This is an optimization exercise on Yosys and OpenROAD, whose aim is small area, a short achievable clock period and few clock cycles per item, not a production implementation.
In this exercise RTL edits were held to simulation tests only and were not proved equivalent to the original.
The clock port is modelled as an ideal driver; clocking choices that lean on that would not hold on a real chip.

==> standard.sh <==
#!/bin/bash
# synth_recipe.tcl (not shown) runs the flow's synth.tcl, then flattens the netlist and writes it again
# the make line also repeats each setting of config.mk as NAME=value (left out here)
make -C /OpenROAD-flow-scripts/flow DESIGN_CONFIG=/design/flow/config.mk WORK_HOME=/design/flow/orfs CLKGATE_MAP_FILE= SYNTH_SCRIPT=/design/flow/synth_recipe.tcl "${@:-finish}"
==> constraint.sdc <==
create_clock -name core_clock -period 20.0 [get_ports {clk}]
set_input_delay 4.0000 -clock core_clock [delete_from_list [all_inputs] [get_ports {clk}]]
set_output_delay 4.0000 -clock core_clock [all_outputs]
set_load 0.01 [all_outputs]
==> flow/post_dpl.tcl <==
# After detailed placement: release the output flip-flops fixed by pre_gpl.tcl.
set n 0
foreach inst [[ord::get_db_block] getInsts] {
  if {[$inst getPlacementStatus] eq "FIRM"} { $inst setPlacementStatus PLACED; incr n }
}
puts "post_dpl: released $n cells"
==> flow/clock_top.tcl <==
# Flatten the top of the clock tree: after CTS, the clk port drives four root clock
# buffers (one per quadrant of the leaf buffers), and each root drives the leaf clock
# buffers of its quadrant directly. The tree's upper buffers are removed.
set block [ord::get_db_block]
set portnet [[$block findBTerm clk] getNet]
set rootm [[ord::get_db] findMaster sky130_fd_sc_hd__clkbuf_16]
# clock buffers reachable from the port
set leaves {}
set uppers {}
set front [list $portnet]
while {[llength $front]} {
  set next {}
  foreach net $front {
    foreach it [$net getITerms] {
      if {![$it isInputSignal] && [[$it getMTerm] getName] ne "A"} { continue }
      set inst [$it getInst]
      set m [[$inst getMaster] getName]
      if {![string match "sky130_fd_sc_hd__clkbuf_*" $m]} { continue }
      set out [[$inst findITerm X] getNet]
      if {$out eq "NULL"} { continue }
      set isleaf 0
      foreach it2 [$out getITerms] {
        if {[[[$it2 getInst] getMaster] isSequential]} { set isleaf 1 }
      }
      if {$isleaf} { lappend leaves $inst } else { lappend uppers $inst; lappend next $out }
    }
  }
  set front $next
}
puts "flat: [llength $leaves] leaf buffers, [llength $uppers] upper buffers"
# median split into quadrants
set xs {}; set ys {}
foreach l $leaves { set p [$l getLocation]; lappend xs [lindex $p 0]; lappend ys [lindex $p 1] }
set mx [lindex [lsort -integer $xs] [expr {[llength $xs] / 2}]]
set my [lindex [lsort -integer $ys] [expr {[llength $ys] / 2}]]
array unset fgroups
array set fgroups {}
foreach l $leaves {
  set p [$l getLocation]
  lappend fgroups("[expr {[lindex $p 0] >= $mx}][expr {[lindex $p 1] >= $my}]") $l
}
# detach everything from the old upper tree
foreach l $leaves { [$l findITerm A] disconnect }
set upnets {}
foreach u $uppers {
  lappend upnets [[$u findITerm X] getNet]
  odb::dbInst_destroy $u
}
foreach out $upnets {
  # CTS's dummy loads (clock buffers with no output net) on the removed nets go too
  foreach it [$out getITerms] {
    set inst [$it getInst]
    set o [$inst getFirstOutput]
    if {$o eq "NULL" || [$o getNet] eq "NULL"} { odb::dbInst_destroy $inst }
  }
  if {[llength [$out getITerms]] != 0 || [llength [$out getBTerms]] != 0} {
    error "clock_top: net [$out getName] still has loads"
  }
  odb::dbNet_destroy $out
}
set i 0
foreach q [lsort [array names fgroups]] {
  set ls $fgroups($q)
  set sx 0; set sy 0
  foreach l $ls { set p [$l getLocation]; set sx [expr {$sx + [lindex $p 0]}]; set sy [expr {$sy + [lindex $p 1]}] }
  set n [llength $ls]
  set r [odb::dbInst_create $block $rootm "clkroot_$i"]
  $r setLocation [expr {int($sx / $n)}] [expr {int($sy / $n)}]
  $r setPlacementStatus PLACED
  set net [odb::dbNet_create $block "clknet_root_$i"]
  $net setSigType CLOCK
  [$r findITerm A] connect $portnet
  [$r findITerm X] connect $net
  foreach l $ls { [$l findITerm A] connect $net }
  puts "flat: root $i drives $n leaf buffers"
  incr i
}
detailed_placement
==> flow/pre_gpl.tcl <==
# Before global placement: put each flip-flop that drives an output port in one of
# the rows next to its pin (the output ports are on the top and bottom edges), at the
# free legal site nearest to the pin, and mark it FIRM so that global and detailed
# placement place the other cells around it. post_dpl.tcl releases them afterwards.
# The row at the edge itself is left to the port buffers.
set block [ord::get_db_block]
set rows [lsort -command {apply {{a b} {expr {[[$a getBBox] yMin] - [[$b getBBox] yMin]}}}} [$block getRows]]
set nrows [llength $rows]
set sitew [[[lindex $rows 0] getSite] getWidth]
# occupied intervals per row index (fixed cells: tap and end cells)
array unset ::pg_occ
foreach inst [$block getInsts] {
  if {![$inst isFixed]} { continue }
  set bb [$inst getBBox]
  set ri [expr {([$bb yMin] - [[[lindex $rows 0] getBBox] yMin]) / [[[lindex $rows 0] getSite] getHeight]}]
  lappend ::pg_occ($ri) [list [$bb xMin] [$bb xMax]]
}
proc pg_free {ri x0 w} {
  if {![info exists ::pg_occ($ri)]} { return 1 }
  foreach iv $::pg_occ($ri) {
    if {$x0 < [lindex $iv 1] && $x0 + $w > [lindex $iv 0]} { return 0 }
  }
  return 1
}
set ports {}
foreach bterm [$block getBTerms] {
  if {[$bterm getIoType] ne "OUTPUT"} { continue }
  set net [$bterm getNet]
  if {$net eq "NULL"} { continue }
  set ff ""
  foreach it [$net getITerms] {
    if {[$it isOutputSignal]} { set ff [$it getInst] }
  }
  if {$ff eq "" || ![[$ff getMaster] isSequential]} { continue }
  set pb [$bterm getBBox]
  lappend ports [list [expr {([$pb xMin] + [$pb xMax]) / 2}] [$pb yMin] $ff]
}
set placed 0
foreach p [lsort -integer -index 0 $ports] {
  lassign $p px py ff
  set w [[$ff getMaster] getWidth]
  set top [expr {$py > [[$block getDieArea] yMax] / 2}]
  set best ""
  foreach k {1 2 3 4 5 6} {
    set ri [expr {$top ? $nrows - 1 - $k : $k}]
    set row [lindex $rows $ri]
    set rb [$row getBBox]
    set x0 [expr {[$rb xMin] + (($px - $w / 2 - [$rb xMin]) / $sitew) * $sitew}]
    for {set d 0} {$d < 200} {incr d} {
      foreach x [list [expr {$x0 + $d * $sitew}] [expr {$x0 - $d * $sitew}]] {
        if {$x < [$rb xMin] || $x + $w > [$rb xMax]} { continue }
        if {[pg_free $ri $x $w]} {
          set cost [expr {abs($x + $w / 2 - $px) + $k * 2720}]
          if {$best eq "" || $cost < [lindex $best 0]} { set best [list $cost $ri $x] }
          break
        }
      }
      if {$best ne "" && [lindex $best 1] == $ri} { break }
    }
  }
  if {$best eq ""} { puts "pre_gpl: no room for [$ff getName]"; continue }
  lassign $best cost ri x
  set row [lindex $rows $ri]
  $ff setOrient [$row getOrient]
  $ff setLocation $x [[$row getBBox] yMin]
  $ff setPlacementStatus FIRM
  lappend ::pg_occ($ri) [list $x [expr {$x + $w}]]
  incr placed
}
puts "pre_gpl: $placed output flip-flops placed next to their pins"
==> flow/clock_stage1.tcl <==
# After CTS and clock_top.tcl: clock the registers that capture the S-box stage
# (m_reg, t_reg) through leaf clock buffers of their own (groups of at most
# 20 registers, split by position), fed from the nearest root clock buffer through
# one clock delay cell per root: useful skew between internal registers only.
proc stage1_kind {nm} {
  if {[regexp {^(m_reg|t_reg)\\?\[} $nm]} { return m }
  return ""
}
proc s1_split {insts maxg} {
  if {[llength $insts] <= $maxg} { return [list $insts] }
  set xs {}; set ys {}
  foreach i $insts { set l [$i getLocation]; lappend xs [lindex $l 0]; lappend ys [lindex $l 1] }
  set xs [lsort -integer $xs]; set ys [lsort -integer $ys]
  set dim [expr {([lindex $xs end] - [lindex $xs 0]) >= ([lindex $ys end] - [lindex $ys 0]) ? 0 : 1}]
  set sorted [lsort -command [list s1_cmp $dim] $insts]
  set h [expr {[llength $sorted] / 2}]
  return [concat [s1_split [lrange $sorted 0 [expr {$h - 1}]] $maxg] [s1_split [lrange $sorted $h end] $maxg]]
}
proc s1_cmp {dim a b} {
  return [expr {[lindex [$a getLocation] $dim] - [lindex [$b getLocation] $dim]}]
}
proc s1_centroid {insts} {
  set sx 0; set sy 0
  foreach i $insts { set l [$i getLocation]; set sx [expr {$sx + [lindex $l 0]}]; set sy [expr {$sy + [lindex $l 1]}] }
  set n [llength $insts]
  return [list [expr {int($sx / $n)}] [expr {int($sy / $n)}]]
}
set block [ord::get_db_block]
set leafm [[ord::get_db] findMaster sky130_fd_sc_hd__clkbuf_16]
set dlym(m) [[ord::get_db] findMaster sky130_fd_sc_hd__clkdlybuf4s50_2]
set dlym(k) [[ord::get_db] findMaster sky130_fd_sc_hd__clkdlybuf4s25_1]
set maxg 20
set roots {}
foreach inst [$block getInsts] { if {[string match "clkroot_*" [$inst getName]]} { lappend roots $inst } }
array unset s1
array set s1 {m {} k {}}
foreach inst [$block getInsts] {
  set k [stage1_kind [$inst getName]]
  if {$k ne ""} { lappend s1($k) $inst }
}
set nl 0
foreach kind {m k} {
  if {[llength $s1($kind)] == 0} { continue }
  array unset byroot
  foreach grp [s1_split $s1($kind) $maxg] {
    lassign [s1_centroid $grp] cx cy
    set leaf [odb::dbInst_create $block $leafm "clkbuf_s1${kind}_$nl"]
    $leaf setLocation $cx $cy
    $leaf setPlacementStatus PLACED
    set net [odb::dbNet_create $block "clknet_s1${kind}_$nl"]
    $net setSigType CLOCK
    [$leaf findITerm X] connect $net
    foreach i $grp { [$i findITerm CLK] connect $net }
    incr nl
    # nearest root
    set best ""; set bd 0
    foreach r $roots {
      set rl [$r getLocation]
      set d [expr {abs([lindex $rl 0] - $cx) + abs([lindex $rl 1] - $cy)}]
      if {$best eq "" || $d < $bd} { set best $r; set bd $d }
    }
    lappend byroot([$best getName]) $leaf
  }
  foreach rname [array names byroot] {
    set r [$block findInst $rname]
    set leaves $byroot($rname)
    lassign [s1_centroid $leaves] dx dy
    set d [odb::dbInst_create $block $dlym($kind) "clkskew_${kind}_$rname"]
    $d setLocation $dx $dy
    $d setPlacementStatus PLACED
    set dnet [odb::dbNet_create $block "clknet_skew_${kind}_$rname"]
    $dnet setSigType CLOCK
    [$d findITerm A] connect [[$r findITerm X] getNet]
    [$d findITerm X] connect $dnet
    foreach l $leaves { [$l findITerm A] connect $dnet }
    puts "clock_stage1: $rname -> [$dlym($kind) getName] -> [llength $leaves] $kind leaves"
  }
}
detailed_placement
==> flow/place_io_flops.tcl <==
# After global placement: make each output port's buffer a buf_2 and move it next to
# its pin; the flip-flop that drives it is already there (pre_gpl.tcl). Detailed
# placement then legalizes it.
set block [ord::get_db_block]
set core [$block getCoreArea]
set moved 0
foreach bterm [$block getBTerms] {
  if {[$bterm getIoType] ne "OUTPUT"} { continue }
  set net [$bterm getNet]
  if {$net eq "NULL"} { continue }
  set buf ""
  foreach it [$net getITerms] {
    if {[$it isOutputSignal]} { set buf [$it getInst] }
  }
  if {$buf eq ""} { continue }
  replace_cell [$buf getName] sky130_fd_sc_hd__buf_2
  set pb [$bterm getBBox]
  set x [expr {min(max(([$pb xMin] + [$pb xMax]) / 2, [$core xMin]), [$core xMax] - 5000)}]
  set y [expr {min(max(([$pb yMin] + [$pb yMax]) / 2, [$core yMin]), [$core yMax] - 5000)}]
  $buf setLocation $x $y
  incr moved
}
puts "place_io_flops: moved $moved output buffers to their pins"
==> flow/run.sh <==
#!/bin/bash
# Standard ORFS layout, except:
#  - synthesis maps the logic with an area-oriented ABC script (flow/abc.script)
#    instead of ORFS's abc_speed.script; registers are mapped before ABC runs, so
#    they are the standard synthesis's;
#  - ports are buffered with buf_1 (outputs: buf_2) instead of the resizer's default choice
#    (clkdlybuf4s50_1, a delay cell);
#  - timing repair aims at the extra setup and hold margins in flow/setup_margin.txt
#    and flow/hold_margin.txt, if any;
#  - the output pins are spread evenly along the top and bottom edges
#    (flow/pins.tcl);
#  - before global placement, the flip-flops that drive output ports are placed at
#    their pins and kept there through placement (flow/pre_gpl.tcl, post_dpl.tcl);
#    after global placement, the output port buffers are moved to their pins
#    (flow/place_io_flops.tcl);
#  - before CTS, the registers that capture the S-box stage (m_reg, t_reg)
#    are taken off the clock net (flow/clock_detach.tcl), so that CTS builds its
#    tree for the other registers;
#  - after CTS, the clk port drives four root clock buffers, each driving a quarter
#    of the leaf clock buffers directly, in place of CTS's upper tree
#    (flow/clock_top.tcl); the S-box-stage registers get leaf buffers of their own,
#    fed from the roots through one clock delay cell per root: useful skew between
#    internal registers only (flow/clock_stage1.tcl).
set -euo pipefail
W=$PWD
export FLOW_ABC_SCRIPT=$W/flow/abc.script
sed 's|log_cmd abc {\*}$abc_args|log_cmd abc -script $::env(FLOW_ABC_SCRIPT) {*}[lrange $abc_args 2 end]|' \
  "$FLOW_HOME/scripts/synth.tcl" > "$W/synth_core.tcl"
grep -q FLOW_ABC_SCRIPT "$W/synth_core.tcl"
sed "s|source \$::env(SCRIPTS_DIR)/synth.tcl|source $W/synth_core.tcl|" synth_recipe.tcl > "$W/synth_abc.tcl"
grep -q synth_core.tcl "$W/synth_abc.tcl"
bash standard.sh synth SYNTH_SCRIPT="$W/synth_abc.tcl" > "$W/synth.log" 2>&1
EXTRA=(BUFFER_PORTS_ARGS="-buffer_cell sky130_fd_sc_hd__buf_1" CTS_CLUSTER_SIZE=25 CTS_CLUSTER_DIAMETER=100 CORE_UTILIZATION=65 PLACE_DENSITY=0.8 PRE_IO_PLACEMENT_TCL="$W/flow/pins.tcl" PRE_GLOBAL_PLACE_TCL="$W/flow/pre_gpl.tcl" POST_GLOBAL_PLACE_TCL="$W/flow/place_io_flops.tcl" POST_DETAIL_PLACE_TCL="$W/flow/post_dpl.tcl" PRE_CTS_TCL="$W/flow/clock_detach.tcl" POST_CTS_TCL="$W/flow/post_cts.tcl")
if [[ -s flow/setup_margin.txt ]]; then
  EXTRA+=(SETUP_SLACK_MARGIN="$(cat flow/setup_margin.txt)")
fi
if [[ -s flow/hold_margin.txt ]]; then
  EXTRA+=(HOLD_SLACK_MARGIN="$(cat flow/hold_margin.txt)")
fi
bash standard.sh finish "${EXTRA[@]}" > "$W/layout.log" 2>&1
==> flow/clock_detach.tcl <==
# Before CTS: take the clock pins of the registers that capture the S-box stage
# (m_reg, t_reg) off the clock net, so that CTS builds its tree for the
# other registers only; clock_stage1.tcl clocks them after CTS.
proc stage1_kind {nm} {
  if {[regexp {^(m_reg|t_reg)\\?\[} $nm]} { return m }
  return ""
}
set n 0
foreach inst [[ord::get_db_block] getInsts] {
  if {[stage1_kind [$inst getName]] eq ""} { continue }
  [$inst findITerm CLK] disconnect
  incr n
}
puts "clock_detach: $n S-box-stage registers taken off the clock net for CTS"
==> flow/pins.tcl <==
# Before pin placement: the output pins go evenly spaced along the bottom edge
# (ciphertext[63:0], out_valid) and the top edge (ciphertext[127:64], in_ready), so
# that each output register and its buffer have room next to their pin. The tool
# places the inputs.
set block [ord::get_db_block]
set die [$block getDieArea]
set dbu [$block getDbUnitsPerMicron]
set outs_b {}; set outs_t {}
for {set i 0} {$i < 64} {incr i} { lappend outs_b "ciphertext\[$i\]" }
lappend outs_b out_valid
for {set i 64} {$i < 128} {incr i} { lappend outs_t "ciphertext\[$i\]" }
lappend outs_t in_ready
set w [expr {double([$die xMax] - [$die xMin]) / $dbu}]
foreach {pins edge} [list $outs_b bottom $outs_t top] {
  set n [llength $pins]
  set pitch [expr {($w - 20.0) / $n}]
  set y [expr {$edge eq "bottom" ? 0.0 : double([$die yMax]) / $dbu}]
  set i 0
  foreach p $pins {
    # met2 tracks: 0.23 + k * 0.46 um
    set x [expr {10.0 + ($i + 0.5) * $pitch}]
    set x [expr {0.23 + round(($x - 0.23) / 0.46) * 0.46}]
    place_pin -pin_name $p -layer met2 -location [list $x $y] -pin_size {0.14 0.485} -force_to_die_boundary
    incr i
  }
}
puts "pins: [llength $outs_b] + [llength $outs_t] output pins placed on the bottom/top edges"
==> design.v <==
package aes_encr_pkg;
  localparam int NUM_ROUNDS = 10;
  function automatic logic [7:0] xtime(input logic [7:0] b);
    xtime = {b[6:0], 1'b0} ^ (b[7] ? 8'h1b : 8'h00);
  endfunction
  function automatic logic [7:0] sbox(input logic [7:0] x);
    logic U0, U1, U2, U3, U4, U5, U6, U7, T1, T2, T3, T4, T5, T6, T7, T8, T9, T10, T11, T12, T13, T14, T15, T16, T17, T18, T19, T20, T21, T22, T23, T24, T25, T26, T27, M1, M2, M3, M4, M5, M6, M7, M8, M9, M10, M11, M12, M13, M14, M15, M16, M17, M18, M19, M20, M21, M22, M23, M24, M25, M26, M27, M28, M29, M30, M31, M32, M33, M34, M35, M36, M37, M38, M39, M40, M41, M42, M43, M44, M45, M46, M47, M48, M49, M50, M51, M52, M53, M54, M55, M56, M57, M58, M59, M60, M61, M62, M63, L0, L1, L2, L3, L4, L5, L6, L7, L8, L9, L10, L11, L12, L13, L14, L15, L16, L17, L18, L19, L20, L21, L22, L23, L24, L25, L26, L27, L28, L29, S0, S1, S2, S3, S4, S5, S6, S7;
    {U0, U1, U2, U3, U4, U5, U6, U7} = x;
    T1 = U0 ^ U3;
    T2 = U0 ^ U5;
    T3 = U0 ^ U6;
    T4 = U3 ^ U5;
    T5 = U4 ^ U6;
    T6 = T1 ^ T5;
    T7 = U1 ^ U2;
    T8 = U7 ^ T6;
    T9 = U7 ^ T7;
    T10 = T6 ^ T7;
    T11 = U1 ^ U5;
    T12 = U2 ^ U5;
    T13 = T3 ^ T4;
    T14 = T6 ^ T11;
    T15 = T5 ^ T11;
    T16 = T5 ^ T12;
    T17 = T9 ^ T16;
    T18 = U3 ^ U7;
    T19 = T7 ^ T18;
    T20 = T1 ^ T19;
    T21 = U6 ^ U7;
    T22 = T7 ^ T21;
    T23 = T2 ^ T22;
    T24 = T2 ^ T10;
    T25 = T20 ^ T17;
    T26 = T3 ^ T16;
    T27 = T1 ^ T12;
    M1 = T13 & T6;
    M2 = T23 & T8;
    M3 = T14 ^ M1;
    M4 = T19 & U7;
    M5 = M4 ^ M1;
    M6 = T3 & T16;
    M7 = T22 & T9;
    M8 = T26 ^ M6;
    M9 = T20 & T17;
    M10 = M9 ^ M6;
    M11 = T1 & T15;
    M12 = T4 & T27;
    M13 = M12 ^ M11;
    M14 = T2 & T10;
    M15 = M14 ^ M11;
    M16 = M3 ^ M2;
    M17 = M5 ^ T24;
    M18 = M8 ^ M7;
    M19 = M10 ^ M15;
    M20 = M16 ^ M13;
    M21 = M17 ^ M15;
    M22 = M18 ^ M13;
    M23 = M19 ^ T25;
    M24 = M22 ^ M23;
    M25 = M22 & M20;
    M26 = M21 ^ M25;
    M27 = M20 ^ M21;
    M28 = M23 ^ M25;
    M29 = M28 & M27;
    M30 = M26 & M24;
    M31 = M20 & M23;
    M32 = M27 & M31;
    M33 = M27 ^ M25;
    M34 = M21 & M22;
    M35 = M24 & M34;
    M36 = M24 ^ M25;
    M37 = M21 ^ M29;
    M38 = M32 ^ M33;
    M39 = M23 ^ M30;
    M40 = M35 ^ M36;
    M41 = M38 ^ M40;
    M42 = M37 ^ M39;
    M43 = M37 ^ M38;
    M44 = M39 ^ M40;
    M45 = M42 ^ M41;
    M46 = M44 & T6;
    M47 = M40 & T8;
    M48 = M39 & U7;
    M49 = M43 & T16;
    M50 = M38 & T9;
    M51 = M37 & T17;
    M52 = M42 & T15;
    M53 = M45 & T27;
    M54 = M41 & T10;
    M55 = M44 & T13;
    M56 = M40 & T23;
    M57 = M39 & T19;
    M58 = M43 & T3;
    M59 = M38 & T22;
    M60 = M37 & T20;
    M61 = M42 & T1;
    M62 = M45 & T4;
    M63 = M41 & T2;
    L0 = M61 ^ M62;
    L1 = M50 ^ M56;
    L2 = M46 ^ M48;
    L3 = M47 ^ M55;
    L4 = M54 ^ M58;
    L5 = M49 ^ M61;
    L6 = M62 ^ L5;
    L7 = M46 ^ L3;
    L8 = M51 ^ M59;
    L9 = M52 ^ M53;
    L10 = M53 ^ L4;
    L11 = M60 ^ L2;
    L12 = M48 ^ M51;
    L13 = M50 ^ L0;
    L14 = M52 ^ M61;
    L15 = M55 ^ L1;
    L16 = M56 ^ L0;
    L17 = M57 ^ L1;
    L18 = M58 ^ L8;
    L19 = M63 ^ L4;
    L20 = L0 ^ L1;
    L21 = L1 ^ L7;
    L22 = L3 ^ L12;
    L23 = L18 ^ L2;
    L24 = L15 ^ L9;
    L25 = L6 ^ L10;
    L26 = L7 ^ L9;
    L27 = L8 ^ L10;
    L28 = L11 ^ L14;
    L29 = L11 ^ L17;
    S0 = L6 ^ L24;
    S1 = ~(L16 ^ L26);
    S2 = ~(L19 ^ L28);
    S3 = L6 ^ L21;
    S4 = L20 ^ L22;
    S5 = L25 ^ L29;
    S6 = ~(L13 ^ L27);
    S7 = ~(L6 ^ L23);
    sbox = {S0, S1, S2, S3, S4, S5, S6, S7};
  endfunction
  function automatic logic [7:0] rcon_of(input logic [3:0] rnd);
    rcon_of[0] = (rnd == 4'd1) | (rnd == 4'd9);
    rcon_of[1] = (rnd == 4'd2) | (rnd == 4'd9) | (rnd == 4'd10);
    rcon_of[2] = (rnd == 4'd3) | (rnd == 4'd10);
    rcon_of[3] = (rnd == 4'd4) | (rnd == 4'd9);
    rcon_of[4] = (rnd == 4'd5) | (rnd == 4'd9) | (rnd == 4'd10);
    rcon_of[5] = (rnd == 4'd6) | (rnd == 4'd10);
    rcon_of[6] = (rnd == 4'd7);
    rcon_of[7] = (rnd == 4'd8);
  endfunction
  function automatic logic [31:0] sub_rot_word(input logic [31:0] w);
    sub_rot_word = {sbox(w[23:16]), sbox(w[15:8]), sbox(w[7:0]), sbox(w[31:24])};
  endfunction
  function automatic logic [127:0] sub_bytes(input logic [127:0] s);
    logic [127:0] o;
    for (int i = 0; i < 16; i++) o[127-8*i -: 8] = sbox(s[127-8*i -: 8]);
    sub_bytes = o;
  endfunction
  function automatic logic [127:0] shift_rows(input logic [127:0] s);
    logic [127:0] o;
    for (int c = 0; c < 4; c++)
      for (int r = 0; r < 4; r++)
        o[127-8*(r+4*c) -: 8] = s[127-8*(r+4*((c+r)%4)) -: 8];
    shift_rows = o;
  endfunction
  function automatic logic [31:0] mix_column(input logic [31:0] v);
    logic n32, n33, n34, n35, n36, n37, n38, n39, n40, n41, n42, n43, n44, n45, n46, n47, n48, n49, n50, n51, n52, n53, n54, n55, n56, n57, n58, n59, n60, n61, n62, n63, n64, n65, n66, n67, n68, n69, n70, n71, n72, n73, n74, n75, n76, n77, n78, n79, n80, n81, n82, n83, n84, n85, n86, n87, n88, n89, n90, n91, n92, n93, n94, n95, n96, n97, n98, n99, n100, n101, n102, n103, n104, n105, n106, n107, n108, n109, n110, n111, n112, n113, n114, n115, n116, n117, n118, n119, n120, n121, n122, n123, n124, n125, n126, n127, n128, n129, n130;
    logic [31:0] o;
    n32 = v[14] ^ v[22];
    n33 = v[23] ^ v[31];
    n34 = v[5] ^ v[29];
    n35 = v[7] ^ v[15];
    n36 = v[6] ^ v[30];
    n37 = v[13] ^ v[21];
    n38 = v[16] ^ v[24];
    n39 = v[0] ^ v[8];
    n40 = v[18] ^ v[26];
    n41 = v[2] ^ v[10];
    n42 = v[9] ^ n40;
    n43 = v[4] ^ n37;
    n44 = v[25] ^ n41;
    n45 = v[20] ^ n34;
    n46 = v[24] ^ n33;
    n47 = v[8] ^ n35;
    n48 = v[9] ^ v[25];
    n49 = v[11] ^ v[27];
    n50 = v[19] ^ v[27];
    n51 = v[12] ^ n43;
    n52 = v[11] ^ n35;
    n53 = v[28] ^ n45;
    n54 = v[12] ^ v[28];
    n55 = v[15] ^ v[23];
    n56 = n41 ^ n50;
    n57 = v[3] ^ v[18];
    n58 = v[1] ^ v[16];
    n59 = n48 ^ n58;
    n60 = n50 ^ n55;
    n61 = v[28] ^ n43;
    n62 = n39 ^ n46;
    n63 = n38 ^ n55;
    n64 = v[17] ^ n47;
    n65 = n62 ^ n63;
    n66 = n58 ^ n64;
    n67 = n52 ^ n56;
    n68 = v[29] ^ n51;
    n69 = n46 ^ n59;
    n70 = v[13] ^ n53;
    n71 = v[0] ^ n63;
    n72 = n35 ^ n65;
    n73 = v[5] ^ n61;
    n74 = n38 ^ n47;
    n75 = v[6] ^ n32;
    n76 = v[22] ^ v[31];
    n77 = n34 ^ n75;
    n78 = v[29] ^ n36;
    n79 = v[21] ^ n78;
    n80 = v[14] ^ n79;
    n81 = v[21] ^ n45;
    n82 = v[12] ^ n81;
    n83 = n32 ^ n33;
    n84 = v[7] ^ n83;
    n85 = v[7] ^ n55;
    n86 = n36 ^ n85;
    n87 = v[0] ^ n66;
    n88 = n59 ^ n87;
    n89 = v[2] ^ v[17];
    n90 = n42 ^ n89;
    n91 = v[10] ^ n42;
    n92 = v[1] ^ n91;
    n93 = v[26] ^ n44;
    n94 = v[17] ^ n93;
    n95 = v[18] ^ n44;
    n96 = v[1] ^ n95;
    n97 = v[13] ^ n78;
    n98 = n77 ^ n97;
    n99 = v[30] ^ n76;
    n100 = n35 ^ n99;
    n101 = n57 ^ n60;
    n102 = v[10] ^ n101;
    n103 = n40 ^ n49;
    n104 = n33 ^ n103;
    n105 = v[3] ^ n104;
    n106 = v[22] ^ n37;
    n107 = n36 ^ n106;
    n108 = n55 ^ n76;
    n109 = n75 ^ n108;
    n110 = v[2] ^ n35;
    n111 = n104 ^ n110;
    n112 = n101 ^ n111;
    n113 = v[3] ^ v[20];
    n114 = n54 ^ n113;
    n115 = v[4] ^ v[28];
    n116 = n52 ^ n114;
    n117 = n33 ^ n115;
    n118 = n50 ^ n117;
    n119 = n49 ^ n60;
    n120 = v[12] ^ n118;
    n121 = n118 ^ n119;
    n122 = n116 ^ n121;
    n123 = v[20] ^ n115;
    n124 = n119 ^ n123;
    n125 = v[9] ^ n65;
    n126 = v[24] ^ n66;
    n127 = n125 ^ n126;
    n128 = v[15] ^ n85;
    n129 = v[25] ^ n128;
    n130 = n66 ^ n129;
    o[0] = n74;
    o[1] = n88;
    o[2] = n92;
    o[3] = n67;
    o[4] = n116;
    o[5] = n68;
    o[6] = n98;
    o[7] = n109;
    o[8] = n71;
    o[9] = n130;
    o[10] = n90;
    o[11] = n102;
    o[12] = n124;
    o[13] = n82;
    o[14] = n107;
    o[15] = n84;
    o[16] = n62;
    o[17] = n69;
    o[18] = n94;
    o[19] = n105;
    o[20] = n120;
    o[21] = n70;
    o[22] = n80;
    o[23] = n100;
    o[24] = n72;
    o[25] = n127;
    o[26] = n96;
    o[27] = n112;
    o[28] = n122;
    o[29] = n73;
    o[30] = n77;
    o[31] = n86;
    mix_column = o;
  endfunction
  function automatic logic [127:0] mix_columns(input logic [127:0] s);
    logic [127:0] o;
    logic [31:0] c32;
    for (int c = 0; c < 4; c++) begin
      c32 = mix_column({s[103-32*c -: 8], s[111-32*c -: 8], s[119-32*c -: 8], s[127-32*c -: 8]});
      o[127-32*c -: 8] = c32[7:0];
      o[119-32*c -: 8] = c32[15:8];
      o[111-32*c -: 8] = c32[23:16];
      o[103-32*c -: 8] = c32[31:24];
    end
    mix_columns = o;
  endfunction
endpackage
module aes128_key_expand_step
(
  input  logic [127:0] rk,
  input  logic [31:0]  temp,
  output logic [127:0] rk_next
);
  logic [31:0] w0, w1, w2, w3;
  logic [31:0] n0, n1, n2, n3;
  always_comb begin
    w0   = rk[127:96];
    w1   = rk[95:64];
    w2   = rk[63:32];
    w3   = rk[31:0];
    n0   = w0 ^ temp;
    n1   = w1 ^ n0;
    n2   = w2 ^ n1;
    n3   = w3 ^ n2;
    rk_next = {n0, n1, n2, n3};
  end
endmodule
module aes128_encr_round_ctrl
#(
  parameter int NUM_ROUNDS = 10,
  parameter int RCNT_W     = 4
) (
  input  logic              clk,
  input  logic              rst,
  input  logic              in_valid,
  output logic              in_ready,
  input  logic [127:0]      plaintext,
  input  logic [127:0]      key,
  output logic              out_valid,
  input  logic              out_ready,
  output logic [127:0]      ciphertext
);
  if (NUM_ROUNDS != 10) begin : g_bad_rounds
    $error("aes128_encr_round_ctrl: NUM_ROUNDS must be 10 for AES-128");
  end
  if ((1 << RCNT_W) <= NUM_ROUNDS) begin : g_bad_rcnt_w
    $error("aes128_encr_round_ctrl: RCNT_W too narrow for NUM_ROUNDS");
  end
  localparam logic [RCNT_W-1:0] LAST_RND = RCNT_W'(NUM_ROUNDS);
  logic [127:0]      st_reg, k_reg, m_reg, km_reg, out_reg;
  logic [127:0]      rk_m, m_next, out_d, k_d;
  logic [31:0]       t_reg, t_next;
  logic [RCNT_W-1:0] s_nr, m_nr;
  logic              s_vld, s_park, s_old;
  logic              m_vld, m_park, m_old, m_wait, m_cont;
  logic              ov_q, nov_q, ir_q, nir_q;   
  logic              leave, park, acc;
  logic [RCNT_W-1:0] s_nr_d;
  logic              s_vld_d, s_park_d, s_old_d, m_old_d, m_wait_d, m_cont_d, ov_d, ir_d;
  logic              leave_n, park_n;
  assign t_next = aes_encr_pkg::sub_rot_word(k_reg[31:0]);
  assign m_next = aes_encr_pkg::shift_rows(aes_encr_pkg::sub_bytes(st_reg));
  aes128_key_expand_step u_key_expand (
    .rk      (km_reg),
    .temp    (t_reg ^ {aes_encr_pkg::rcon_of(4'(m_nr)), 24'h000000}),
    .rk_next (rk_m)
  );
  assign out_d = m_park ? km_reg : (m_reg ^ rk_m);
  assign leave = m_wait & m_old & nov_q;
  assign park  = m_wait & ~leave;
  assign acc   = in_valid & ~nir_q;
  assign k_d = (m_cont | park) ? (m_cont ? rk_m : out_d) : key;
  always_comb begin
    if (m_cont) begin
      s_vld_d  = 1'b1;
      s_park_d = 1'b0;
      s_old_d  = m_old;
      s_nr_d   = m_nr + RCNT_W'(1);
    end else if (park) begin
      s_vld_d  = 1'b1;
      s_park_d = 1'b1;
      s_old_d  = m_old;
      s_nr_d   = m_nr;
    end else begin
      s_vld_d  = acc;
      s_park_d = 1'b0;
      s_old_d  = ~s_vld;
      s_nr_d   = RCNT_W'(1);
    end
    m_old_d  = s_old | leave;
    m_wait_d = s_vld & (s_park | (s_nr == LAST_RND));
    m_cont_d = s_vld & ~s_park & (s_nr != LAST_RND);
    ov_d     = leave | (~nov_q & ~out_ready);
    leave_n  = m_wait_d & m_old_d & ~ov_d;
    park_n   = m_wait_d & ~leave_n;
    ir_d     = ~m_cont_d & ~park_n & ~(s_vld_d & ~s_park_d & (s_nr_d == RCNT_W'(1)));
  end
  always_ff @(posedge clk) begin
    if (rst) begin
      s_vld  <= 1'b0;
      s_park <= 1'b0;
      s_old  <= 1'b0;
      m_vld  <= 1'b0;
      m_park <= 1'b0;
      m_old  <= 1'b0;
      m_wait <= 1'b0;
      m_cont <= 1'b0;
      ov_q   <= 1'b0;
      nov_q  <= 1'b1;
      ir_q   <= 1'b1;
      nir_q  <= 1'b0;
    end else begin
      s_vld  <= s_vld_d;
      s_park <= s_park_d;
      s_old  <= s_old_d;
      m_vld  <= s_vld;
      m_park <= s_park;
      m_old  <= m_old_d;
      m_wait <= m_wait_d;
      m_cont <= m_cont_d;
      ov_q   <= ov_d;
      nov_q  <= ~ov_d;
      ir_q   <= ir_d;
      nir_q  <= ~ir_d;
    end
  end
  always_ff @(posedge clk) begin
    s_nr <= s_nr_d;
    m_nr <= s_nr;
  end
  always_ff @(posedge clk) begin
    m_reg  <= m_next;
    km_reg <= k_reg;
    t_reg  <= t_next;
    k_reg  <= k_d;
    st_reg <= (m_cont ? aes_encr_pkg::mix_columns(m_reg) : plaintext) ^ k_d;
    if (leave) out_reg <= out_d;
  end
  assign in_ready   = ir_q;
  assign out_valid  = ov_q;
  assign ciphertext = out_reg;
endmodule
==> flow/post_cts.tcl <==
# After CTS: flatten the top of the clock tree, then clock the S-box-stage registers.
set post_cts_dir [file dirname [info script]]
source $post_cts_dir/clock_top.tcl
source $post_cts_dir/clock_stage1.tcl
==> flow/abc.script <==
&get -n; &st; &synch2; &nf -R 1000; &put
==> config.mk <==
export PLATFORM = sky130hd
export DESIGN_NAME = aes128_encr_round_ctrl
export DESIGN_NICKNAME = aes128_encr_round_ctrl
export VERILOG_FILES = /design/flow/design.v
export SDC_FILE = /design/flow/constraint.sdc
export NUM_CORES = 8
export LEC_CHECK = 0
export CAP_MARGIN = 20
export CORE_MARGIN = 2
export CORE_UTILIZATION = 30
export SLEW_MARGIN = 20
==> results of run 1 <==
## stage by stage
step	cells	setup slack [ns]	utilization, %	instance area [µm²]
final	6149	15.05	71.9	49500
after detailed placement	6076	14.71	70.1	48200
after global placement	6075	14.70	69.8	48000
after global routing	6144	14.97	71.9	49500
after floorplan	4740	8.04	-	45300
## cells in the mapped netlist
cell,n
nor2b_1,55
edfxtp_1,128
nor3b_1,1
o31ai_1,1
o21a_1,10
xnor2_1,1628
nand2b_1,26
o32ai_1,5
a31oi_1,10
a32oi_1,1
xor2_1,690
ha_1,44
a21oi_1,147
nor4bb_1,1
a22o_1,15
nand2_1,442
a211oi_1,5
a22oi_1,3
nor4b_1,1
nor2_1,400
dfxtp_1,563
o21ai_0,169
or3_1,2
o22ai_1,1
mux2i_1,166
and2_0,3
nand3_1,7
clkinv_1,62
xnor3_1,4
nor3_1,5
a21o_1,16
mux2_1,127
or2_0,2
## layout make-up, without the clock buffers
class,instances,area [µm²]
multi-input cells,3987,29900
fillers,5475,19300
flip-flops and latches,691,15100
repair buffers,405,1750
well taps,931,1160
plain buffers,16,345
inverters,62,238
clock inverters,16,196
diodes,6,15.0
## kinds of logic after synthesis
family,after synthesis
buffers and inverters,62
AOI/OAI and AO/OA,383
adders and majority gates,44
xor gates and xnor gates,2322
and+or+nand+nor,945
muxes,293
DFF,691
## worst paths after layout
path | to | cells past startpoint | startpoint | slack [ns]
worst min-delay path | m_reg[48] | 4 | st_reg[16] | 0.28
worst max-delay path | ciphertext[108] | 1 | out_reg[108] | 15.05
worst max register to register | st_reg[25] | 13 | m_nr[0] | 15.23
worst min register to register | m_reg[48] | 4 | st_reg[16] | 0.28
## cells in the final DEF (no fill, tap or decap), drive strengths merged, types with 2 or more instances in the layout
| master | count |
|---|---|
| a211oi | 5 |
| a21o | 16 |
| a21oi | 147 |
| a22o | 15 |
| a22oi | 3 |
| a31oi | 10 |
| and2 | 3 |
| buf | 405 |
| clkbuf | 47 |
| clkdlybuf4s50 | 4 |
| clkinv | 65 |
| dfxtp | 563 |
| diode | 6 |
| edfxtp | 128 |
| ha | 44 |
| inv | 11 |
| mux2 | 127 |
| mux2i | 166 |
| nand2 | 442 |
| nand2b | 26 |
| nand3 | 7 |
| nor2 | 400 |
| nor2b | 55 |
| nor3 | 5 |
| o21a | 10 |
| o21ai | 169 |
| o32ai | 5 |
| or2 | 2 |
| or3 | 2 |
| xnor2 | 1628 |
| xnor3 | 4 |
| xor2 | 690 |
## metal layers
metal / routed length [µm] / share of wire (%)
met1: 59100 / 39
met2: 65600 / 43
met3: 13100 / 8.6
met4: 13500 / 8.9
met5: 110 / 0.073
==> flow_summary_export.csv, run 1 <==
group,metric,value,unit
yosys,synthSimpleGateAreaFrac,8.39,%
final_layout,final_layout_size_suffix_gt1_share,4.03,%
floorplan,start_util,65.8,%
setup_path,critPathBufInv,1,
grt,antenna_found_initial,15,
timing,timing.slew.headroom,26.1,%
timing,setup_viol,0,
yosys,avgSynthCellArea,9.55,µm²
timing,finalSetupTns,0,ns
floorplan,rows,96,
setup_path,path_class,"register to output port",
setup_path,crit_fanout,1,
route,routedWlPerCell,24.6,µm
grt,track_usage,41.4,%
yosys,ys_types,33,
final_layout,nets,5494,
route,first_pass_iters,6,
setup_path,cp.required,16.00,ns
clock_network,cts.clk_slew.worst_paths,0.10,ns
yosys,muxShareOfSynthArea,6.83,%
setup_path,endpoint_kind,"output port",
timing,post-route-min-period,4.95,ns
grt,overflow,0,
yosys,synthAdderAreaFrac,1.22,%
timing,whs,0.279,ns
floorplan,fp.dieH,268,µm
clock_network,insertion_delay,1.04,ns
route,dr_total_vias,34434,
route,first_iter_violations,3497,
floorplan,ios,260,
route,drc,0,
yosys,synth_xor_area_share,45.0,%
timing,rsz0062_at_grt,"false",
timing,period_share,24.7,%
hold_path,hold_path_class,"register to register",
floorplan,die_x,268,µm
yosys,yosys.area.top_type,"xnor2_1",
route,antenna_left,0,
placement,post-dp-hpwl,126000,µm
grt,use_met2,63.8,%
grt,grt_pass1_vias,33285,
yosys,synth_nets,5044,
grt,use_met1,51.3,%
grt,grt_pass1_wl,215000,µm
timing,worst_pin_slew,1.10,ns
yosys,syn-cell-area,0.0453,mm²
job,max_cap_viol_count,0,
outcome,status,"complete, no violations",
setup_path,arrival,0.95,ns
timing,hold_viol_final,0,
grt,busiest_layer,"met2",
yosys,synth_top_area_share,31.5,%
floorplan,core-area,0.0688,mm²
yosys,synth-compound-area-share,4.63,%
timing,max_freq,202,MHz
setup_path,cp_slowest_cell,"edfxtp_1",
floorplan,die_area,0.0718,mm²
clock_network,cts_tree,"done",
yosys,synth_top_cells_by_area,"xnor2_1 (31%), dfxtp_1 (25%), xor2_1 (13%)",
route,drt_wl_total,151000,µm
yosys,yosysWarnings,2,
final_layout,synthToLayoutAreaGrowth,9.28,%
setup_path,crit_family,"flip-flops",
yosys,synth_seq_cells,691,
setup_path,path_cells,"buf_2",
yosys,synth_top_family_by_area,"XOR/XNOR gates",
setup_path,critPathMaxStageDelay,0.39,ns
timing,fin_skew,0.686,ns
grt,grt_max_degree,174,
yosys,ys_seq_area_share,33.4,%
placement,io_buffers,389,
route,viasPerCell,5.60,
setup_path,start_kind,"register",
yosys,synthCells,4740,
timing,drv_slew,0,
grt,grtUsageMet3,8.27,%
Testbench counts, summed over its fixed seeds: cycles 3,880, items 384.
==> inputs of run 2 (changes only) <==
--- a/flow/run.sh
+++ b/flow/run.sh
@@ -31,5 +31,5 @@
 grep -q synth_core.tcl "$W/synth_abc.tcl"
 bash standard.sh synth SYNTH_SCRIPT="$W/synth_abc.tcl" > "$W/synth.log" 2>&1
-EXTRA=(BUFFER_PORTS_ARGS="-buffer_cell sky130_fd_sc_hd__buf_1" CTS_CLUSTER_SIZE=25 CTS_CLUSTER_DIAMETER=100 CORE_UTILIZATION=65 PLACE_DENSITY=0.8 PRE_IO_PLACEMENT_TCL="$W/flow/pins.tcl" PRE_GLOBAL_PLACE_TCL="$W/flow/pre_gpl.tcl" POST_GLOBAL_PLACE_TCL="$W/flow/place_io_flops.tcl" POST_DETAIL_PLACE_TCL="$W/flow/post_dpl.tcl" PRE_CTS_TCL="$W/flow/clock_detach.tcl" POST_CTS_TCL="$W/flow/post_cts.tcl")
+EXTRA=(BUFFER_PORTS_ARGS="-buffer_cell sky130_fd_sc_hd__buf_1" CTS_CLUSTER_SIZE=20 CTS_CLUSTER_DIAMETER=80 CORE_UTILIZATION=65 PLACE_DENSITY=0.8 PRE_IO_PLACEMENT_TCL="$W/flow/pins.tcl" PRE_GLOBAL_PLACE_TCL="$W/flow/pre_gpl.tcl" POST_GLOBAL_PLACE_TCL="$W/flow/place_io_flops.tcl" POST_DETAIL_PLACE_TCL="$W/flow/post_dpl.tcl" PRE_CTS_TCL="$W/flow/clock_detach.tcl" POST_CTS_TCL="$W/flow/post_cts.tcl")
 if [[ -s flow/setup_margin.txt ]]; then
   EXTRA+=(SETUP_SLACK_MARGIN="$(cat flow/setup_margin.txt)")
==> run 2 against run 1 <==
  * Still clean
  * Global-route usage increased by 0.054 points
  * Worst setup slack better by 0.0090 ns
  * Utilization is 0.29 points higher
  * First-iteration DRC count decreased by 3.5%
  * Via count rose by 0.67%
  * Critical path type unchanged
  * Critical endpoint is now ciphertext[103]
==> flow_summary_export.csv, run 2 <==
group,metric,value,unit
outcome,status,"complete, no violations",
placement,post-dp-hpwl,126000,µm
yosys,muxShareOfSynthArea,6.83,%
setup_path,cp.required,16.00,ns
yosys,avgSynthCellArea,9.55,µm²
timing,period_share,24.7,%
setup_path,crit_fanout,1,
setup_path,path_class,"register to output port",
final_layout,synthToLayoutAreaGrowth,9.73,%
yosys,synthSimpleGateAreaFrac,8.39,%
yosys,synth_top_cells_by_area,"xnor2_1 (31%), dfxtp_1 (25%), xor2_1 (13%)",
final_layout,n_fill_cell,5452,
yosys,yosys.area.top_type,"xnor2_1",
job,max_cap_viol_count,0,
route,first_iter_violations,3376,
yosys,synth_seq_cells,691,
grt,antenna_found_initial,12,
timing,hold_viol_final,0,
route,drt_wl_total,152000,µm
grt,grt_pass1_vias,33377,
yosys,synth_commonest_cells,"xnor2_1 (1,628), xor2_1 (690), dfxtp_1 (563)",
yosys,synthAdderAreaFrac,1.22,%
yosys,synth_top_area_share,31.5,%
timing,worst_pin_slew,1.25,ns
route,dr_total_vias,34663,
final_layout,regArea,0.0151,mm²
setup_path,cp_slowest_cell,"edfxtp_1",
yosys,synthCells,4740,
yosys,synth_xor_area_share,45.0,%
grt,grt_max_degree,174,
timing,rsz0062_at_grt,"false",
clock_network,cts_tree,"done",
floorplan,core-area,0.0688,mm²
setup_path,path_cells,"buf_2",
route,viasPerCell,5.62,
yosys,synth.most_common_cell,"xnor2_1",
final_layout,layout_commonest_cell,"xnor2_1",
floorplan,start_util,65.8,%
placement,placed_cells,6076,
final_layout,nets,5500,
yosys,ys_types,33,
yosys,ys.flop_type,"dfxtp_1",
route,first_pass_iters,8,
yosys,synth_edf_count,128,
floorplan,die_x,268,µm
timing,max_freq,202,MHz
timing,drv_slew,0,
floorplan,die_area,0.0718,mm²
floorplan,rows,96,
grt,grt_pass1_wl,216000,µm
timing,fin_skew,0.685,ns
yosys,yosysWarnings,2,
setup_path,endpoint_kind,"output port",
route,antenna_left,0,
setup_path,crit_family,"flip-flops",
timing,finalSetupTns,0,ns
grt,track_usage,41.4,%
setup_path,critPathMaxStageDelay,0.38,ns
placement,io_buffers,389,
yosys,ys_seq_area_share,33.4,%
final_layout,final_cells,6169,
setup_path,critPathBufInv,1,
final_layout,final_util,72.2,%
route,drc,0,
clock_network,cts.clk_slew.worst_paths,0.09,ns
yosys,synth_top_family_by_area,"XOR/XNOR gates",
hold_path,hold_path_class,"register to register",
timing,timing.slew.headroom,16.1,%
yosys,async_flop_share,0,%
clock_network,insertion_delay,1.05,ns
floorplan,ios,260,
floorplan,fp.dieH,268,µm
final_layout,multi_input_area,0.0299,mm²
setup_path,start_kind,"register",
yosys,synth_nets,5044,
setup_path,arrival,0.94,ns
timing,setup_viol,0,
yosys,syn-cell-area,0.0453,mm²
grt,overflow,0,
final_layout,final_layout_size_suffix_gt1_share,4.16,%
route,routedWlPerCell,24.6,µm
yosys,synth-compound-area-share,4.63,%
final_layout,layout_common_cells,"xnor2_1 (1,628), xor2_1 (690), dfxtp_1 (561), nand2_1 (442), nor2_1 (400)",
timing,post-route-min-period,4.94,ns
==> run 2: final cells by class, without the clock buffers <==
cell class	instances	area share (%)
multi-input cells	3987	60.3
flip-flops and latches	691	30.4
repair buffers	405	3.53
well taps	931	2.34
plain buffers	16	0.695
inverters	62	0.479
clock inverters	17	0.428
diodes	16	0.0806
==> run 2: metal layers <==
layer	up-vias	routed length [µm]	track usage [%]	share of wire (%)
li1	16171	-	-	-
met1	16460	59000	51.2	39
met2	1611	65500	63.9	43
met3	413	13600	9.06	9.0
met4	8	13400	30.4	8.9
met5	-	60	0	0.040
==> run 2: cells by family after synthesis <==
family	count (synthesis)
fa+ha+maj	44
simple gates	945
mux	293
xor+xnor	2322
flops	691
buf+inv	62
compound gates	383
==> run 2: per-stage QoR <==
stage | worst slack [ns] | hold WS, ns | instance area [µm²]
2_1_floorplan | 8.04 | 0.310 | 45300
6_report | 15.06 | 0.266 | 49700
5_1_grt | 14.98 | 0.310 | 49600
3_5_place_dp | 14.71 | 0.312 | 48200
3_3_place_gp | 14.70 | 0.310 | 48000
==> run 2: path summary, 6_finish.rpt <==
kind / from / end / slack, ns / cells after the start
worst max-delay path: out_reg[103] / ciphertext[103] / 15.06 / 1
worst min-delay path: st_reg[16] / m_reg[48] / 0.27 / 4
worst max register to register: t_reg[25] / st_reg[25] / 15.09 / 10
worst min register to register: st_reg[16] / m_reg[48] / 0.27 / 4
==> inputs of run 3 (changes only) <==
--- a/flow/run.sh
+++ b/flow/run.sh
@@ -31,5 +31,5 @@
 grep -q synth_core.tcl "$W/synth_abc.tcl"
 bash standard.sh synth SYNTH_SCRIPT="$W/synth_abc.tcl" > "$W/synth.log" 2>&1
-EXTRA=(BUFFER_PORTS_ARGS="-buffer_cell sky130_fd_sc_hd__buf_1" CTS_CLUSTER_SIZE=20 CTS_CLUSTER_DIAMETER=80 CORE_UTILIZATION=65 PLACE_DENSITY=0.8 PRE_IO_PLACEMENT_TCL="$W/flow/pins.tcl" PRE_GLOBAL_PLACE_TCL="$W/flow/pre_gpl.tcl" POST_GLOBAL_PLACE_TCL="$W/flow/place_io_flops.tcl" POST_DETAIL_PLACE_TCL="$W/flow/post_dpl.tcl" PRE_CTS_TCL="$W/flow/clock_detach.tcl" POST_CTS_TCL="$W/flow/post_cts.tcl")
+EXTRA=(BUFFER_PORTS_ARGS="-buffer_cell sky130_fd_sc_hd__buf_1" CTS_CLUSTER_SIZE=25 CTS_CLUSTER_DIAMETER=100 CORE_UTILIZATION=70 PLACE_DENSITY=0.85 PRE_IO_PLACEMENT_TCL="$W/flow/pins.tcl" PRE_GLOBAL_PLACE_TCL="$W/flow/pre_gpl.tcl" POST_GLOBAL_PLACE_TCL="$W/flow/place_io_flops.tcl" POST_DETAIL_PLACE_TCL="$W/flow/post_dpl.tcl" PRE_CTS_TCL="$W/flow/clock_detach.tcl" POST_CTS_TCL="$W/flow/post_cts.tcl")
 if [[ -s flow/setup_margin.txt ]]; then
   EXTRA+=(SETUP_SLACK_MARGIN="$(cat flow/setup_margin.txt)")
==> run 3 against run 2 <==
  * Area after synthesis stayed put
  * Global-route usage rose by 2.9 points
  * Still clean on timing, DRC and antenna
  * Worst setup slack got worse by 0.055 ns
  * Largest cell class unchanged
  * Cell count down 1.6%
  * Critical path depth rose by 9
  * Design area shrank 0.62%
==> flow_summary_export.csv, run 3 <==
group,metric,value,unit
setup_path,critPathMaxStageDelay,0.89,ns
placement,placed_area,0.0481,mm²
yosys,synthCells,4740,
yosys,synth_commonest_cells,"xnor2_1 (1,628), xor2_1 (690), dfxtp_1 (563)",
route,antenna_left,0,
clock_network,insertion_delay,1.05,ns
outcome,status,"complete, no violations",
route,first_pass_iters,38,
setup_path,rr_startpoint,"t_reg[27]",
timing,max_freq,200,MHz
final_layout,nets,5490,
setup_path,crit_end,"st_reg[27]",
route,route.met2.wl,65000,µm
grt,track_usage,44.4,%
final_layout,final_layout_size_suffix_gt1_share,3.92,%
yosys,synth_nets,5044,
setup_path,start_kind,"register",
clock_network,cts.clk_slew.worst_paths,0.10,ns
grt,antenna_found_initial,11,
floorplan,core-area,0.0642,mm²
yosys,syn-cell-area,0.0453,mm²
yosys,ys_seq_area_share,33.4,%
setup_path,endpoint_kind,"register",
setup_path,reg2reg_depth,10,
setup_path,arrival,5.24,ns
setup_path,crit_family,"XOR/XNOR gates",
setup_path,rrSetupSlack,15.01,ns
yosys,synth.most_common_cell,"xnor2_1",
timing,post-route-min-period,4.99,ns
yosys,ys_types,33,
placement,post-dp-hpwl,125000,µm
grt,overflow,0,
timing,period_share,25.0,%
yosys,synth_edf_count,128,
route,dr_total_vias,34998,
grt,grt_pass1_vias,33737,
floorplan,ios,260,
clock_network,cts_tree,"done",
placement,io_buffers,389,
setup_path,path_cells,"xor2_1 > xnor2_1 > xnor2_1 > xor2_1 > xnor2_1 > xnor2_1 > o21ai_0 > mux2i_1 > o21ai_0 > xnor2_1",
timing,hold_viol_final,0,
final_layout,layout_commonest_cell,"xnor2_1",
route,wl_met3,14600,µm
route,drc,0,
grt,grt_max_degree,198,
final_layout,final_area,0.0494,mm²
yosys,yosysWarnings,2,
floorplan,start_util,70.5,%
yosys,synth_top_cells_by_area,"xnor2_1 (31%), dfxtp_1 (25%), xor2_1 (13%)",
hold_path,hold_path_class,"register to register",
timing,fin_skew,0.698,ns
yosys,yosys.area.top_type,"xnor2_1",
floorplan,die_area,0.0667,mm²
route,first_iter_violations,4104,
final_layout,n_fill_cell,4674,
timing,rsz0062_at_grt,"false",
timing,worst_pin_slew,1.29,ns
timing,whs,0.259,ns
setup_path,crit_fanout,3,
route,viasPerCell,5.77,
timing,timing.slew.headroom,13.3,%
placement,pre_cts_ws,14.69,ns
setup_path,cp_slowest_cell,"o21ai_0",
route,drt_wl_total,153000,µm
yosys,synth_top_area_share,31.5,%
setup_path,crit_top_cell,"xnor2_1",
timing,drv_slew,0,
timing,finalSetupTns,0,ns
setup_path,startpoint,"t_reg[27]",
route,routedWlPerCell,25.2,µm
yosys,ys.flop_type,"dfxtp_1",
setup_path,reg2reg_to,"st_reg[27]",
yosys,avgSynthCellArea,9.55,µm²
final_layout,layout_common_cells,"xnor2_1 (1,628), xor2_1 (690), dfxtp_1 (561), nand2_1 (442), nor2_1 (400)",
route,drt-met1-wl,59000,µm
floorplan,die_x,258,µm
setup_path,cp_num_cells,10,
route,top_layer,"met5",
yosys,synth_seq_cells,691,
final_layout,synthToLayoutAreaGrowth,9.05,%
grt,grt_pass1_wl,218000,µm
setup_path,cp.required,20.24,ns
setup_path,path_class,"register to register",
floorplan,rows,93,
timing,setup_viol,0,
yosys,async_flop_share,0,%
timing,setup_ws,15.01,ns
setup_path,critPathBufInv,0,
floorplan,fp.dieH,258,µm
job,max_cap_viol_count,0,
[run 3: cell counts after synthesis]
No cell type changed its count.
[run 3: logic make-up after synthesis]
logic type                 after synthesis  synth area share [%]
DFF                                    691                  33.4
adders and majority gates               44                  1.22
muxes                                  293                  6.83
buffers and inverters                   62                 0.514
and+or+nand+nor                        945                  8.39
xor gates and xnor gates              2322                  45.0
AOI/OAI and AO/OA                      383                  4.63
[run 3: metrics by stage]
step	util, %	cells
2_1_floorplan	-	4740
3_3_place_gp	74.6	5996
3_5_place_dp	74.9	5996
5_1_grt	76.8	6062
6_report	76.9	6070
[run 3: worst min path at each step]
stage,start,to,slack [ns],depth (start not counted)
floorplan,k_reg[100],km_reg[100],0.31,0
global placement,k_reg[71],km_reg[71],0.31,0
detailed placement,k_reg[34],km_reg[34],0.31,0
global route,k_reg[54],km_reg[54],0.30,0
finish,st_reg[120],m_reg[123],0.26,4
[run 3: per-layer routing]
metal	vias up	track usage, %
li1	16136	-
met4	4	33.2
met5	-	0
met3	458	8.26
met1	16642	56.5
met2	1758	67.3
[run 3: area by class of cell, without the clock buffers]
| type | instances | area, µm² | share of cell area (%) |
|---|---|---|---|
| antenna | 9 | 22.5 | 0.0456 |
| buffer | 16 | 345 | 0.699 |
| clock inverter | 13 | 191 | 0.388 |
| inverter | 62 | 238 | 0.481 |
| multi-input combinational | 3987 | 29900 | 60.6 |
| sequential | 691 | 15100 | 30.6 |
| tap | 855 | 1070 | 2.17 |
| timing repair buffer | 401 | 1730 | 3.49 |
[run 3: worst reg2reg max path: stages, from the launching register on]
cell     delay (ns)
dfxtp_1        0.32
xor2_1         0.17
xnor2_1        0.60
xnor2_1        0.42
xor2_1         0.56
xnor2_1        0.21
xnor2_1        0.17
o21ai_0        0.89
mux2i_1        0.17
o21ai_0        0.52
xnor2_1        0.16
==> inputs of run 4 (changes only) <==
--- a/flow/run.sh
+++ b/flow/run.sh
@@ -31,5 +31,5 @@
 grep -q synth_core.tcl "$W/synth_abc.tcl"
 bash standard.sh synth SYNTH_SCRIPT="$W/synth_abc.tcl" > "$W/synth.log" 2>&1
-EXTRA=(BUFFER_PORTS_ARGS="-buffer_cell sky130_fd_sc_hd__buf_1" CTS_CLUSTER_SIZE=25 CTS_CLUSTER_DIAMETER=100 CORE_UTILIZATION=70 PLACE_DENSITY=0.85 PRE_IO_PLACEMENT_TCL="$W/flow/pins.tcl" PRE_GLOBAL_PLACE_TCL="$W/flow/pre_gpl.tcl" POST_GLOBAL_PLACE_TCL="$W/flow/place_io_flops.tcl" POST_DETAIL_PLACE_TCL="$W/flow/post_dpl.tcl" PRE_CTS_TCL="$W/flow/clock_detach.tcl" POST_CTS_TCL="$W/flow/post_cts.tcl")
+EXTRA=(BUFFER_PORTS_ARGS="-buffer_cell sky130_fd_sc_hd__buf_1" CTS_CLUSTER_SIZE=25 CTS_CLUSTER_DIAMETER=100 CORE_UTILIZATION=55 PLACE_DENSITY=0.72 PRE_IO_PLACEMENT_TCL="$W/flow/pins.tcl" PRE_GLOBAL_PLACE_TCL="$W/flow/pre_gpl.tcl" POST_GLOBAL_PLACE_TCL="$W/flow/place_io_flops.tcl" POST_DETAIL_PLACE_TCL="$W/flow/post_dpl.tcl" PRE_CTS_TCL="$W/flow/clock_detach.tcl" POST_CTS_TCL="$W/flow/post_cts.tcl")
 if [[ -s flow/setup_margin.txt ]]; then
   EXTRA+=(SETUP_SLACK_MARGIN="$(cat flow/setup_margin.txt)")
==> run 4 against run 3 <==
  * Still clean
  * Cell count increased by 3.8%
  * Synthesized cell count unchanged
  * Utilization decreased by 16 points
  * Area after synthesis unchanged
  * Worst setup slack improved by 0.043 ns
  * First-iteration DRC count decreased by 28%
  * Critical path type is now register to output port
  * Critical endpoint is now ciphertext[116]
==> flow_summary_export.csv, run 4 <==
group,metric,value,unit
grt,grt_pass1_vias,33012,
route,wl_met3,11300,µm
floorplan,die_x,291,µm
final_layout,final_layout_size_suffix_gt1_share,4.07,%
placement,io_buffers,389,
setup_path,crit_family,"flip-flops",
yosys,syn-cell-area,0.0453,mm²
timing,post-route-min-period,4.95,ns
timing,period_share,24.8,%
setup_path,crit_fanout,1,
setup_path,cp.required,16.00,ns
grt,track_usage,35.4,%
setup_path,arrival,0.95,ns
timing,setup_viol,0,
timing,fin_skew,0.650,ns
yosys,synthCells,4740,
route,drt_wl_total,153000,µm
outcome,status,"complete, no violations",
setup_path,cp_slowest_cell,"edfxtp_1",
floorplan,core-area,0.0818,mm²
route,routedWlPerCell,24.3,µm
timing,worst_pin_slew,1.16,ns
grt,grt_max_degree,179,
setup_path,path_cells,"buf_2",
timing,max_freq,202,MHz
yosys,ys_types,33,
setup_path,endpoint_kind,"output port",
floorplan,fp.dieH,291,µm
route,dr_total_vias,34018,
floorplan,ios,260,
route,antenna_left,0,
grt,antenna_found_initial,19,
timing,timing.slew.headroom,21.7,%
setup_path,path_class,"register to output port",
route,first_pass_iters,5,
final_layout,synthToLayoutAreaGrowth,9.76,%
placement,placed_area,0.0484,mm²
floorplan,die_area,0.0846,mm²
grt,overflow,0,
final_layout,layout_common_cells,"xnor2_1 (1,628), xor2_1 (690), dfxtp_1 (561), nand2_1 (442), nor2_1 (400)",
yosys,synth_top_cells_by_area,"xnor2_1 (31%), dfxtp_1 (25%), xor2_1 (13%)",
route,drc,0,
clock_network,cts_tree,"done",
route,first_iter_violations,2954,
route,drt-met1-wl,62100,µm
yosys,ys_seq_area_share,33.4,%
yosys,avgSynthCellArea,9.55,µm²
clock_network,cts.clk_slew.worst_paths,0.10,ns
route,top_layer,"met5",
yosys,synth_edf_count,128,
placement,placed_cells,6220,
placement,post-dp-hpwl,128000,µm
final_layout,final_cells,6299,
final_layout,nets,5499,
yosys,yosys.area.top_type,"xnor2_1",
timing,finalSetupTns,0,ns
yosys,synth_nets,5044,
timing,rsz0062_at_grt,"false",
floorplan,start_util,55.3,%
yosys,yosysWarnings,2,
final_layout,final_area,0.0497,mm²
yosys,synth_commonest_cells,"xnor2_1 (1,628), xor2_1 (690), dfxtp_1 (563)",
hold_path,hold_path_class,"register to register",
clock_network,insertion_delay,1.01,ns
timing,drv_slew,0,
yosys,synth_top_area_share,31.5,%
route,viasPerCell,5.40,
floorplan,rows,105,
job,max_cap_viol_count,0,
yosys,synth.most_common_cell,"xnor2_1",
timing,hold_viol_final,0,
timing,whs,0.285,ns
setup_path,critPathBufInv,1,
route,route.met2.wl,68800,µm
final_layout,layout_commonest_cell,"xnor2_1",
yosys,synth_seq_cells,691,
grt,grt_pass1_wl,220000,µm
yosys,async_flop_share,0,%
yosys,ys.flop_type,"dfxtp_1",
setup_path,start_kind,"register",
setup_path,critPathMaxStageDelay,0.39,ns
==> run 4: worst reg2reg max path: stages (launching register included) <==
cell and delay (ns):
dfxtp_1 0.35, xnor2_1 0.14, xnor2_1 0.58, xnor2_1 0.33, xor2_1 0.59, xor2_1 0.21
xnor2_1 0.17, o21ai_0 0.77, mux2i_1 0.15, o21ai_0 0.50, xnor2_1 0.14
==> run 4: worst paths after layout <==
kind | cells after the start | slack, ns | end | start
max reg2reg | 10 | 15.33 | st_reg[24] | t_reg[24]
min reg2reg | 4 | 0.29 | m_reg[123] | st_reg[120]
max | 1 | 15.05 | ciphertext[116] | out_reg[116]
min | 4 | 0.29 | m_reg[123] | st_reg[120]
==> run 4: layer usage <==
layer / track usage [%] / vias up
met5: 0 / -
met4: 21.8 / 14
met3: 5.74 / 334
met2: 56.2 / 1310
met1: 45.1 / 16218
li1: - / 16142
==> run 4: cell families after synthesis <==
group	share of synthesized area, %
DFF	33.4
and+or+nand+nor	8.39
adders and majority gates	1.22
xor gates and xnor gates	45.0
buffers and inverters	0.514
AOI/OAI and AO/OA	4.63
muxes	6.83
==> run 4: per-stage QoR <==
stage          setup slack, ns  util [%]
5_1_grt                  14.94      60.7
2_1_floorplan             8.04         -
3_5_place_dp             14.60      59.2
3_3_place_gp             14.61      59.0
6_report                 15.05      60.7
==> run 4: layout make-up, without the clock buffers <==
class | count | area, µm²
Sequential cell | 691 | 15100
Inverter | 62 | 238
Tap cell | 1070 | 1340
Timing Repair Buffer | 410 | 1790
Multi-Input combinational cell | 3987 | 29900
Clock inverter | 13 | 173
Buffer | 16 | 345
Antenna cell | 14 | 35.0
Fill cell | 7132 | 32200

[separate check: timing with driven ports]
Ports are ideal in the flow. The routed layouts listed here were re-timed in OpenROAD.
Step 1: set_driving_cell puts a clkbuf_16 on clk and a buf_2 on each other input, an assumption about the parent block.
Step 2, shift: input delay + t, output delay - t, t = (earliest + latest rising clock arrival at the registers) / 2. This alone moves slack from input paths to output paths.
Three values: ideal ports, drivers, drivers and shift; two values: the first two.
run | shift t [ns] | slack for setup (ns) | latest minus earliest clock arrival (ns) | slew at the worst register clock pin (ns)
run 1 | 0.846 | 15.052 / 14.907 / 14.382 | 0.686 / 0.686 | 0.11 / 0.11
run 2 | 0.859 | 15.061 / 14.915 / 14.345 | 0.688 / 0.687 | 0.10 / 0.10
run 3 | 0.837 | 15.006 / 14.919 / 14.372 | 0.698 / 0.699 | 0.11 / 0.11
run 4 | 0.832 | 15.049 / 14.908 / 14.466 | 0.650 / 0.651 | 0.11 / 0.11
Clock arrivals are far apart in every run listed, so t is only a midpoint there and step 2 fits no single register. For run 2, which loses most, drivers alone change the setup slack by -0.146 ns; drivers and shift together by -0.716 ns.
